This is an optimization exercise on Yosys and OpenROAD, whose aim is small area, a short achievable clock period and few clock cycles per item, not a production implementation. Function was checked by simulation only, so behaviour that the tests miss may differ from the original. Power is estimated from default activity; no workload was simulated.

--- flow/design.v ---
`default_nettype none
package tega_pkg;
    localparam int GROUP_SIZE = 10;
    localparam int RAW_W      = 16;
    localparam int SUM_W      = 21;    
    localparam int MEAN_W     = 17;
    localparam int MSD_W      = 7;
    localparam int CFG_ADDR_W = 3;
    localparam int CFG_DATA_W = 17;
    localparam int S_DATA_W   = 32;
    localparam int M_DATA_W   = 24;
    localparam int M_USER_W   = 2;
    localparam logic [CFG_ADDR_W-1:0] CFG_OFFSET_Y      = 3'd0;
    localparam logic [CFG_ADDR_W-1:0] CFG_OFFSET_Z      = 3'd1;
    localparam logic [CFG_ADDR_W-1:0] CFG_BAND_UPPER    = 3'd2;
    localparam logic [CFG_ADDR_W-1:0] CFG_BAND_LOWER    = 3'd3;
    localparam logic [CFG_ADDR_W-1:0] CFG_MIN_SIGN_DIFF = 3'd4;
    localparam logic signed [MEAN_W-1:0] BAND_UPPER_RST    = 17'sd134;
    localparam logic signed [MEAN_W-1:0] BAND_LOWER_RST    = -17'sd17;
    localparam logic [MSD_W-1:0]         MIN_SIGN_DIFF_RST = 7'd5;
endpackage
`default_nettype wire
`default_nettype none
import tega_pkg::*;
module tega_prep
(
    input  wire logic                    aclk,
    input  wire logic                    aresetn,
    input  wire logic                    take,      
    input  wire logic [S_DATA_W-1:0]     s_tdata,
    input  wire logic signed [RAW_W-1:0] off_y,
    input  wire logic signed [RAW_W-1:0] off_z,
    output logic                         t_v,       
    output logic [2:0]                   t_zc,      
    output logic [2:0]                   t_yc,      
    output logic [RAW_W-1:0]             t_z        
);
    function automatic logic ult8(input logic [7:0] a, input logic [7:0] b);
        logic [7:0] l0, e0;
        logic [3:0] l1, e1;
        logic [1:0] l2, e2;
        for (int i = 0; i < 8; i++) begin
            l0[i] = !a[i] && b[i];
            e0[i] = a[i] == b[i];
        end
        for (int i = 0; i < 4; i++) begin
            l1[i] = l0[2*i+1] || (e0[2*i+1] && l0[2*i]);
            e1[i] = e0[2*i+1] && e0[2*i];
        end
        for (int i = 0; i < 2; i++) begin
            l2[i] = l1[2*i+1] || (e1[2*i+1] && l1[2*i]);
            e2[i] = e1[2*i+1] && e1[2*i];
        end
        ult8 = l2[1] || (e2[1] && l2[0]);
    endfunction
    logic [RAW_W-1:0] y_ob, oy_ob, z_ob, oz_ob;
    logic             y_lt_hi, y_lt_lo, z_gt_hi, z_lt_lo;
    always_comb begin
        y_ob    = {~s_tdata[RAW_W-1], s_tdata[RAW_W-2:0]};
        oy_ob   = {~off_y[RAW_W-1], off_y[RAW_W-2:0]};
        z_ob    = {~s_tdata[2*RAW_W-1], s_tdata[2*RAW_W-2:RAW_W]};
        oz_ob   = {~off_z[RAW_W-1], off_z[RAW_W-2:0]};
        y_lt_hi = ult8(y_ob[15:8], oy_ob[15:8]);
        y_lt_lo = ult8(y_ob[7:0], oy_ob[7:0]);
        z_gt_hi = ult8(oz_ob[15:8], z_ob[15:8]);
        z_lt_lo = ult8(z_ob[7:0], oz_ob[7:0]);
    end
    always_ff @(posedge aclk) begin
        if (!aresetn) begin
            t_v <= 1'b0;
        end else begin
            t_v <= take;
        end
    end
    always_ff @(posedge aclk) begin
        t_yc  <= {y_lt_hi, y_ob[15:8] == oy_ob[15:8], y_lt_lo};
        t_z   <= s_tdata[2*RAW_W-1:RAW_W];
        t_zc  <= {z_gt_hi, z_ob[15:8] == oz_ob[15:8], !z_lt_lo};
    end
endmodule
`default_nettype wire
`default_nettype none
import tega_pkg::*;
module tega_accum
(
    input  wire logic                  aclk,
    input  wire logic                  aresetn,
    input  wire logic                  s_tvalid,
    input  wire logic                  t_v,
    input  wire logic [2:0]            t_zc,
    input  wire logic [2:0]            t_yc,
    input  wire logic [RAW_W-1:0]      t_z,
    input  wire logic signed [RAW_W-1:0] off_z,
    input  wire logic [2:0]            msd_c,     
    input  wire logic                  busy_n,    
    output logic                       s_tready,
    output logic                       take,
    output logic                       close,
    output logic signed [SUM_W-1:0]    sum,
    output logic                       osc
);
    logic                    rdy;
    logic signed [SUM_W-1:0] acc;
    logic [3:0]              cnt;
    logic [3:0]              ncnt;
    logic                    ok;
    logic                    last;
    logic [3:0]              cnt_n;
    logic [3:0]              ncnt_sum;
    logic [2:0]              hdiff;    
    logic [SUM_W-1:0]        opa, opb;
    logic                    t_neg;    
    always_comb begin
        take     = s_tvalid && rdy;
        t_neg    = t_yc[2] || (t_yc[1] && t_yc[0]);
        ok       = t_v && (t_zc[2] || (t_zc[1] && t_zc[0]));    
        last     = (cnt == 4'd9);
        close    = ok && last;
        cnt_n    = ok ? (last ? 4'd0 : cnt + 4'd1) : cnt;
        opa      = SUM_W'($signed(t_z ^ {RAW_W{t_neg}}));
        opb      = SUM_W'($signed(off_z ^ {RAW_W{!t_neg}}));
        sum      = acc + opa + opb + SUM_W'(1);
        ncnt_sum = ncnt + 4'(t_neg);
        hdiff    = (ncnt_sum >= 4'd5) ? 3'(ncnt_sum - 4'd5) : 3'(4'd5 - ncnt_sum);
        osc      = hdiff < msd_c;
    end
    always_ff @(posedge aclk) begin
        if (!aresetn) begin
            rdy  <= 1'b1;
            acc  <= '0;
            cnt  <= '0;
            ncnt <= '0;
        end else begin
            rdy <= !((cnt_n == 4'd9 || (cnt_n == 4'd8 && take)) && busy_n);
            cnt <= cnt_n;
            if (ok) begin
                acc  <= last ? '0 : sum;
                ncnt <= last ? '0 : ncnt_sum;
            end
        end
    end
    assign s_tready = rdy;
endmodule
`default_nettype wire
`default_nettype none
import tega_pkg::*;
module tega_close
(
    input  wire logic                     aclk,
    input  wire logic                     aresetn,
    input  wire logic                     close,
    input  wire logic signed [SUM_W-1:0]  sum,
    input  wire logic                     osc,
    input  wire logic signed [MEAN_W-1:0] band_hi,
    input  wire logic signed [MEAN_W-1:0] band_lo,
    input  wire logic                     m_tready,
    output logic                          busy_n,
    output logic                          m_tvalid,
    output logic [MEAN_W-1:0]             mean,
    output logic                          in_band,
    output logic                          oscillating
);
    localparam int QW = SUM_W - 1;    
    logic [QW-1:0] g;           
    logic [3:0]    rem;
    logic [2:0]    ph;
    logic          vld;
    logic          osc_r;
    logic          inb_r;       
    logic          hi_lt, hi_eq, hi_m1;
    logic          lo_gt, lo_eq;
    function automatic logic [4:0] div_bit(input logic [3:0] r, input logic b);
        logic       q;
        logic [2:0] d;    
        q    = r[3] || (r[2] && (r[1] || r[0]));
        d[2] = (!r[3] && r[2] && !r[1] && !r[0]) || (r[3] && r[0]);
        d[1] = (!r[3] && !r[2] && r[1]) || (r[2] && r[1] && r[0]) || (r[3] && !r[0]);
        d[0] = (!r[3] && !r[2] && r[0]) || (r[2] && r[1] && !r[0]) || (r[3] && !r[0]);
        div_bit = {q, d, b};
    endfunction
    logic [QW-1:0] hi_ob, lo_ob;
    assign hi_ob = {~band_hi[MEAN_W-1], {(QW-MEAN_W){band_hi[MEAN_W-1]}}, band_hi[MEAN_W-2:0]};
    assign lo_ob = {~band_lo[MEAN_W-1], {(QW-MEAN_W){band_lo[MEAN_W-1]}}, band_lo[MEAN_W-2:0]};
    logic [3:0]  qb;
    logic [3:0]  rem_n;
    logic [3:0]  hb, lb;
    logic        hi_lt_n, hi_eq_n, hi_m1_n, lo_gt_n, lo_eq_n;
    logic        rnd;
    logic        inb;
    logic [MEAN_W-1:0] m_inc;
    logic [2:0]  ph_n;
    logic        vld_n;
    always_comb begin
        logic [4:0] s;
        logic [3:0] r;
        logic       a;
        logic       cy, c;
        r = rem;
        for (int i = 0; i < 4; i++) begin
            s = div_bit(r, g[QW-1-i]);
            qb[3-i] = s[4];
            r = s[3:0];
        end
        rem_n = r;
        case (ph)
            3'd2:    begin hb = hi_ob[19:16]; lb = lo_ob[19:16]; end
            3'd3:    begin hb = hi_ob[15:12]; lb = lo_ob[15:12]; end
            3'd4:    begin hb = hi_ob[11:8];  lb = lo_ob[11:8];  end
            3'd5:    begin hb = hi_ob[7:4];   lb = lo_ob[7:4];   end
            default: begin hb = hi_ob[3:0];   lb = lo_ob[3:0];   end
        endcase
        hi_lt_n = hi_lt; hi_eq_n = hi_eq; hi_m1_n = hi_m1;
        lo_gt_n = lo_gt; lo_eq_n = lo_eq;
        for (int i = 3; i >= 0; i--) begin
            a = (ph == 3'd2 && i == 3) ? !g[i] : g[i];
            hi_m1_n = (hi_eq_n && !a && hb[i]) || (hi_m1_n && a && !hb[i]);
            hi_lt_n = hi_lt_n || (hi_eq_n && !a && hb[i]);
            hi_eq_n = hi_eq_n && (a == hb[i]);
            lo_gt_n = lo_gt_n || (lo_eq_n && a && !lb[i]);
            lo_eq_n = lo_eq_n && (a == lb[i]);
        end
        rnd   = g[QW-1] && (rem != 4'd0);    
        inb   = (rnd ? (hi_lt_n && !hi_m1_n) : hi_lt_n) && (rnd ? (lo_gt_n || lo_eq_n) : lo_gt_n);
        cy = rnd;
        for (int k = 0; k < (MEAN_W + 3) / 4; k++) begin
            c = cy;
            for (int i = 4 * k; i < 4 * k + 4 && i < MEAN_W; i++) begin
                m_inc[i] = g[i] ^ c;
                c        = c && g[i];
            end
            if (4 * k + 4 <= MEAN_W) cy = cy && (&g[4*k +: 4]);
        end
        ph_n   = close ? 3'd1 : (ph == 3'd6) ? 3'd0 : (ph != 3'd0) ? ph + 3'd1 : 3'd0;
        vld_n  = (ph == 3'd6) || (vld && !m_tready);
        busy_n = (ph_n != 3'd0) || vld_n;
    end
    always_ff @(posedge aclk) begin
        if (close) begin
            g     <= osc ? '0 : sum[QW-1:0];
            rem   <= (!osc && sum[SUM_W-1]) ? 4'd9 : 4'd0;
            osc_r <= osc;
            hi_lt <= 1'b0; hi_eq <= 1'b1; hi_m1 <= 1'b0;
            lo_gt <= 1'b0; lo_eq <= 1'b1;
        end else if (ph >= 3'd1 && ph <= 3'd5) begin
            g     <= {g[QW-5:0], qb};
            rem   <= rem_n;
            if (ph != 3'd1) begin
                hi_lt <= hi_lt_n; hi_eq <= hi_eq_n; hi_m1 <= hi_m1_n;
                lo_gt <= lo_gt_n; lo_eq <= lo_eq_n;
            end
        end else if (ph == 3'd6) begin
            g[MEAN_W-1:0] <= (inb && inb_r) ? '0 : m_inc;
        end
    end
    always_ff @(posedge aclk) begin
        if (!aresetn) begin
            ph       <= '0;
            vld      <= 1'b0;
            inb_r    <= 1'b0;
        end else begin
            ph  <= ph_n;
            vld <= vld_n;
            if (ph == 3'd6) inb_r <= inb;
        end
    end
    assign m_tvalid    = vld;
    assign mean        = g[MEAN_W-1:0];
    assign in_band     = inb_r;
    assign oscillating = osc_r;
endmodule
`default_nettype wire
`default_nettype none
import tega_pkg::*;
module tilt_error_group_averager
(
    input  wire logic                  aclk,
    input  wire logic                  aresetn,
    input  wire logic                  cfg_we,
    input  wire logic [CFG_ADDR_W-1:0] cfg_addr,
    input  wire logic [CFG_DATA_W-1:0] cfg_wdata,
    input  wire logic                  s_tvalid,
    output logic                       s_tready,
    input  wire logic [S_DATA_W-1:0]   s_tdata,    
    output logic                       m_tvalid,
    input  wire logic                  m_tready,
    output logic [M_DATA_W-1:0]        m_tdata,    
    output logic [M_USER_W-1:0]        m_tuser     
);
    logic signed [RAW_W-1:0]  off_y;
    logic signed [RAW_W-1:0]  off_z;
    logic signed [MEAN_W-1:0] band_hi;
    logic signed [MEAN_W-1:0] band_lo;
    logic [2:0]               msd_c;    
    function automatic logic [2:0] msd_class(input logic [MSD_W-1:0] v);
        logic sat;    
        sat = (v[6:4] != 3'd0) || (v[3] && (v[2] || (v[1] && v[0])));
        msd_class = sat ? 3'd6 : v[3:1] + 3'(v[0]);
    endfunction
    logic [CFG_DATA_W-1:0] wd;
    logic [4:0]            upd;
    always_comb begin
        wd = aresetn ? cfg_wdata : '0;
        for (int k = 0; k < 5; k++) begin
            upd[k] = !aresetn || (cfg_we && cfg_addr == CFG_ADDR_W'(k));
        end
    end
    always_ff @(posedge aclk) begin
        if (upd[CFG_OFFSET_Y])      off_y   <= wd[RAW_W-1:0];
        if (upd[CFG_OFFSET_Z])      off_z   <= wd[RAW_W-1:0];
        if (upd[CFG_BAND_UPPER])    band_hi <= aresetn ? wd[MEAN_W-1:0] : BAND_UPPER_RST;
        if (upd[CFG_BAND_LOWER])    band_lo <= aresetn ? wd[MEAN_W-1:0] : BAND_LOWER_RST;
        if (upd[CFG_MIN_SIGN_DIFF]) msd_c   <= aresetn ? msd_class(cfg_wdata[MSD_W-1:0])
                                                       : msd_class(MIN_SIGN_DIFF_RST);
    end
    logic                    busy_n;
    logic                    take;
    logic                    t_v;
    logic [2:0]              t_yc;
    logic [2:0]              t_zc;
    logic [RAW_W-1:0]        t_z;
    logic                    close;
    logic signed [SUM_W-1:0] sum;
    logic                    osc;
    logic [MEAN_W-1:0]       mean;
    logic                    in_band, oscillating;
    tega_prep u_prep (
        .aclk     (aclk),
        .aresetn  (aresetn),
        .take     (take),
        .s_tdata  (s_tdata),
        .off_y    (off_y),
        .off_z    (off_z),
        .t_v      (t_v),
        .t_zc     (t_zc),
        .t_yc     (t_yc),
        .t_z      (t_z)
    );
    tega_accum u_accum (
        .aclk     (aclk),
        .aresetn  (aresetn),
        .s_tvalid (s_tvalid),
        .t_v      (t_v),
        .t_zc     (t_zc),
        .t_yc     (t_yc),
        .t_z      (t_z),
        .off_z    (off_z),
        .msd_c    (msd_c),
        .busy_n   (busy_n),
        .s_tready (s_tready),
        .take     (take),
        .close    (close),
        .sum      (sum),
        .osc      (osc)
    );
    tega_close u_close (
        .aclk        (aclk),
        .aresetn     (aresetn),
        .close       (close),
        .sum         (sum),
        .osc         (osc),
        .band_hi     (band_hi),
        .band_lo     (band_lo),
        .m_tready    (m_tready),
        .busy_n      (busy_n),
        .m_tvalid    (m_tvalid),
        .mean        (mean),
        .in_band     (in_band),
        .oscillating (oscillating)
    );
    assign m_tdata = {{(M_DATA_W-MEAN_W){1'b0}}, mean};
    assign m_tuser = {oscillating, in_band};
endmodule
`default_nettype wire
--- flow/flow/run.sh ---
#!/bin/bash
# Standard ORFS layout with three changes to how it is made:
#  - synthesis maps the logic with an area-oriented ABC script (flow/abc_area.script) and leaves
#    adders to ABC instead of mapping full and half adders first; the registers and every
#    other synthesis step are those of the standard synthesis;
#  - the port buffers are buf_1 cells;
#  - timing repair aims for extra setup slack (flow/extra.mk).
# Each step's full output is in synth.log and standard.log here, and ORFS's own logs.
set -euo pipefail
cp -r "$FLOW_HOME/scripts" scripts_area
cp flow/abc_area.script scripts_area/abc_area.script
cat flow/extra.mk >> config.mk
bash standard.sh SCRIPTS_DIR="$PWD/scripts_area" ADDER_MAP_FILE= synth > synth.log 2>&1
bash standard.sh > standard.log 2>&1
--- flow/flow/abc_area.script ---
strash
dch
amap
topo
stime -c
buffer -c
upsize -c
dnsize -c
--- flow/flow/extra.mk ---
export BUFFER_PORTS_ARGS = -buffer_cell sky130_fd_sc_hd__buf_1
export SETUP_SLACK_MARGIN = 8.4
export TNS_END_PERCENT = 100
--- flow/standard.sh ---
#!/bin/bash
# synth_recipe.tcl (not shown) runs the flow's synth.tcl, then flattens the netlist and writes it again
# the make line also repeats each setting of config.mk as NAME=value (left out here)
make -C /OpenROAD-flow-scripts/flow DESIGN_CONFIG=/design/flow/config.mk WORK_HOME=/design/flow/orfs CLKGATE_MAP_FILE= SYNTH_SCRIPT=/design/flow/synth_recipe.tcl "${@:-finish}"
--- flow/config.mk ---
export PLATFORM = sky130hd
export DESIGN_NAME = tilt_error_group_averager
export DESIGN_NICKNAME = tilt_error_group_averager
export VERILOG_FILES = /design/flow/design.v
export SDC_FILE = /design/flow/constraint.sdc
export NUM_CORES = 4
export LEC_CHECK = 0
export ABC_AREA = 1
export CAP_MARGIN = 20
export CORE_MARGIN = 2
export CORE_UTILIZATION = 40
export CTS_BUF_LIST = sky130_fd_sc_hd__clkbuf_8
export SLEW_MARGIN = 20
export BUFFER_PORTS_ARGS = -buffer_cell sky130_fd_sc_hd__buf_1
export SETUP_SLACK_MARGIN = 8.4
export TNS_END_PERCENT = 100
--- flow/constraint.sdc ---
create_clock -name core_clock -period 12.0 [get_ports {aclk}]
set_input_delay 2.4000 -clock core_clock [delete_from_list [all_inputs] [get_ports {aclk}]]
set_output_delay 2.4000 -clock core_clock [all_outputs]
set_load 0.01 [all_outputs]
==> run notes <==
==> state kept, by name, summed over array words and instances (netlist names), 3 cells and up <==
signal / cells
u_accum.acc: 21
u_close.g: 20
band_hi: 17
band_lo: 17
off_y: 16
off_z: 16
u_prep.t_z: 16
u_accum.cnt: 4
u_accum.ncnt: 4
u_close.rem: 4
msd_c: 3
u_close.ph: 3
u_prep.t_yc: 3
u_prep.t_zc: 3
==> final timing paths <==
kind              cells past startpoint                            to
setup / recovery                     20        u_close.g[3]$_DFFE_PP_
hold / removal                        2  u_accum.acc[10]$_SDFFE_PN0P_
setup reg to reg                     20        u_close.g[3]$_DFFE_PP_
hold reg to reg                       2  u_accum.acc[10]$_SDFFE_PN0P_
==> per-stage QoR <==
| stage | worst slack (ns) | cell area, sq um |
|---|---|---|
| after floorplan | 8.368 | 8655 |
| after global placement | 7.800 | 8957 |
| after detailed placement | 7.696 | 8957 |
| after CTS | 8.333 | 9674 |
| after global routing | 8.170 | 10390 |
| final | 8.343 | 10390 |
==> cells in the mapped netlist (7+ instances only) <==
| cell type | count | share of area |
|---|---|---|
| nor2_1 | 187 | 0.081 |
| inv_1 | 115 | 0.050 |
| o21ai_0 | 112 | 0.065 |
| nand2_1 | 111 | 0.048 |
| a21oi_1 | 103 | 0.060 |
| edfxtp_1 | 94 | 0.33 |
| dfxtp_1 | 63 | 0.15 |
| clkbuf_1 | 35 | 0.015 |
| o22ai_1 | 35 | 0.025 |
| buf_4 | 26 | 0.023 |
| nor2b_1 | 25 | 0.018 |
| nor3_1 | 21 | 0.012 |
| a22oi_1 | 17 | 0.015 |
| or2_2 | 13 | 0.0094 |
| nand3_1 | 9 | 0.0052 |
| o21a_1 | 8 | 0.0070 |
| o221ai_1 | 7 | 0.0071 |
==> power by group through the flow <==
| stage | clock network [mW] | registers (mW) | logic, mW |
|---|---|---|---|
| finish | 0.415 | 0.635 | 0.377 |
| global route | 0.441 | 0.639 | 0.421 |
| CTS | 0.422 | 0.634 | 0.300 |
| detailed placement | 0 | 0.645 | 0.283 |
| global placement | 0 | 0.646 | 0.282 |
| floorplan | 0 | 0.636 | 0.216 |
==> metal layers <==
layer  track usage  up-vias  part of all wire
met3       0.03855       26             0.056
met2        0.3391      234              0.48
met4       0.05888        0             0.016
met1        0.2773     3475              0.45
met5             0        -                 0
li1              -     3886                 -
==> what timing repair did <==
item / 4_1_cts / 5_1_grt
setup buffers: 19 / 33
gates cloned: 3 / 0
endpoints found under the setup margin: 49 / 41
gates resized for setup: 37 / 136
pin swaps: 16 / 51
==> critical path, delay by kind of cell, from the launching register on <==
kind / cells / cell delay (ns)
buffers and inverters: 3 / 0.30
AND/OR/NAND/NOR: 10 / 1.51
flip-flops: 1 / 0.38
AO/OA/AOI/OAI: 7 / 1.29
==> cell families after synthesis <==
kind of cell	synth area share
and+or+nand+nor	0.1972
DFF	0.4734
AOI/OAI and AO/OA	0.2361
buffers and inverters	0.09282
other	0.0004347
==> cell type report <==
cell class | count | area share
clock inverter | 14 | 0.01626
multi-input combinational | 740 | 0.4182
sequential | 157 | 0.3941
timing repair buffer | 131 | 0.06914
clock buffer | 17 | 0.02252
timing repair inverter | 1 | 0.0007227
inverter | 122 | 0.04589
tap | 275 | 0.03312
==> results.sh <==
export IMPL_antenna_found_initial=0
export IMPL_crit_path_end_kind="register"
export IMPL_synth_area_sq_um=8627
export IMPL_ir_drop_v=0.00007750
export IMPL_grt_ovfl_total=0
export IMPL_critPathMaxStageDelay_ns=0.39
export IMPL_r2r_start="u_close.ph[2]$_SDFF_PN0_"
export IMPL_clockBufferDepth=2
export IMPL_io_pins=85
export IMPL_place_congestion=0.8103
export IMPL_hp_class="register to register"
export IMPL_clockPowerShare=0.291
export IMPL_async_flop_share=0
export IMPL_row_count=53
export IMPL_grt_use_total=0.2058
export IMPL_ys_types=58
export IMPL_vias_per_cell=5.231
export IMPL_routedWlPerCell_um=15.99
export IMPL_seq_power_share=0.445
export IMPL_syn_inst=1074
export IMPL_grt_pass1_vias=6872
export IMPL_power_total_mw=1.427
export IMPL_route_detailed_drc=0
export IMPL_cp_max_fo=8
export IMPL_htree_levels=4
export IMPL_report_final_slew_viol_count=0
export IMPL_final_seq_area_sq_um=4094
export IMPL_wirelength_um=23290
export IMPL_n_antenna_cell=0
export IMPL_fp_dieH_um=150.9
export IMPL_worstPathRequired_ns=12.30
export IMPL_setup_violations_final=0
export IMPL_dpl_hpwl_um=16610
export IMPL_swShare=0.3279
export IMPL_critical_path_class="register to register"
export IMPL_fin_tns_setup_ns=0
export IMPL_worstPathArrival_ns=3.95
export IMPL_placed_cells_incl_taps=1371
export IMPL_start_kind="register"
export IMPL_cts_tree="yes"
export IMPL_rsz0062_at_grt="yes"
export IMPL_final_cells=1457
export IMPL_power_switching_uw=467.9
export IMPL_ant_nets=0
export IMPL_core_sq_um=21090
export IMPL_avgSynthCellArea_sq_um=8.033
export IMPL_fmax_mhz=273.5
export IMPL_hold_ws_ns=0.4966
export IMPL_combPwrFrac=0.264
export IMPL_drt_iter0_drc=468
export IMPL_ys_warn_count=4
export IMPL_clk_latency_ns=0.47
export IMPL_dieArea_sq_um=22760
export IMPL_vias=7621
export IMPL_grt_pass1_wl_um=35840
export IMPL_power_per_cell_area_nw_per_um2=137.4
export IMPL_ys_flop_type="edfxtp_1"
export IMPL_multi_input_area_sq_um=4344
export IMPL_crit_path_top_delay_cell="or3_4"
export IMPL_intPower_uw=959.1
export IMPL_area_growth_syn_to_layout_pct=20.41
export IMPL_cts_hold_buf=0
export IMPL_numPortBuffers=77
export IMPL_numCtsBuffers=17
export IMPL_synth_edf_count=94
export IMPL_min_period_over_period=0.3047
export IMPL_firstDrtPassIters=5
export IMPL_max_slew_worst_pin_slew_ns=0.9925
export IMPL_maxCapViolations=0
export IMPL_p_leak_nw=3.992
export IMPL_cts_root_buf="clkbuf_8"
export IMPL_period_needed_ns=3.657
export IMPL_numClockSinks=157
export IMPL_start_util=0.4091
export IMPL_num_fill_cells=2071
export IMPL_utilization=0.4926
export IMPL_setup_worst_path_start="u_close.ph[2]$_SDFF_PN0_"
export IMPL_finClkSkew_ns=0.01162
export IMPL_drive_above_1_share=0.1904
export IMPL_final_cell_mix="170 x nor2_1, 102 x inv_1, 97 x nand2_1, 94 x edfxtp_1, 91 x o21ai_0"
export IMPL_yosysSeqAreaShare=0.4734
export IMPL_hold_violations=0
export IMPL_path_cells="inv_4 -> nor2_1 -> nand2_1 -> inv_4 -> a221oi_4 -> a21boi_4 -> o211ai_1 -> or3_4 -> nor2_1 -> nand2_1 -> or3_4 -> o31ai_4 -> o21ai_2 -> nor2_2 -> nor3_2 -> buf_4 -> nand2_8 -> nand2_8 -> o32a_1 -> o22ai_1"
export IMPL_nets=1227
export IMPL_r2r_setup_slack_ns=8.34
export IMPL_relSlewSlack=0.3368
export IMPL_min_delay_start="u_accum.acc[10]$_SDFFE_PN0P_"
export IMPL_ys_seq_elements=157
export IMPL_die_w_um=150.9
export IMPL_grt_max_degree=70
export IMPL_status="complete, no violations"
export IMPL_final_common_cell="nor2_1"
export IMPL_clkTransAtPathRegs_ns=0.09
Testbench counts, summed over its fixed seeds: cycles 25,664, samples 25,600.

afterwards: timing with drivers on the ports:
Ports are ideal in the flow. The routed layout listed here was re-timed in OpenROAD.
Step 1, drivers: a clkbuf_16 drives aclk and a buf_2 each remaining input, both assumed.
Step 2 times the ports against the registers' clock, not the clock port: input delays grow and output delays shrink by t, the midpoint of the rising clock arrivals with the driver on.
Slacks: ideal ports / drivers / drivers and shift; pairs: ideal ports / drivers.
t, ns: 0.503
setup WS [ns]: 8.343 / 8.343 / 8.102
slew at the worst register clock pin (ns): 0.09 / 0.09
cell pins on the clock port's net: 1
After both steps setup and hold are still met in this run. The setup slack of this run moves by 0.000 ns with the drivers and by -0.241 ns with both steps.
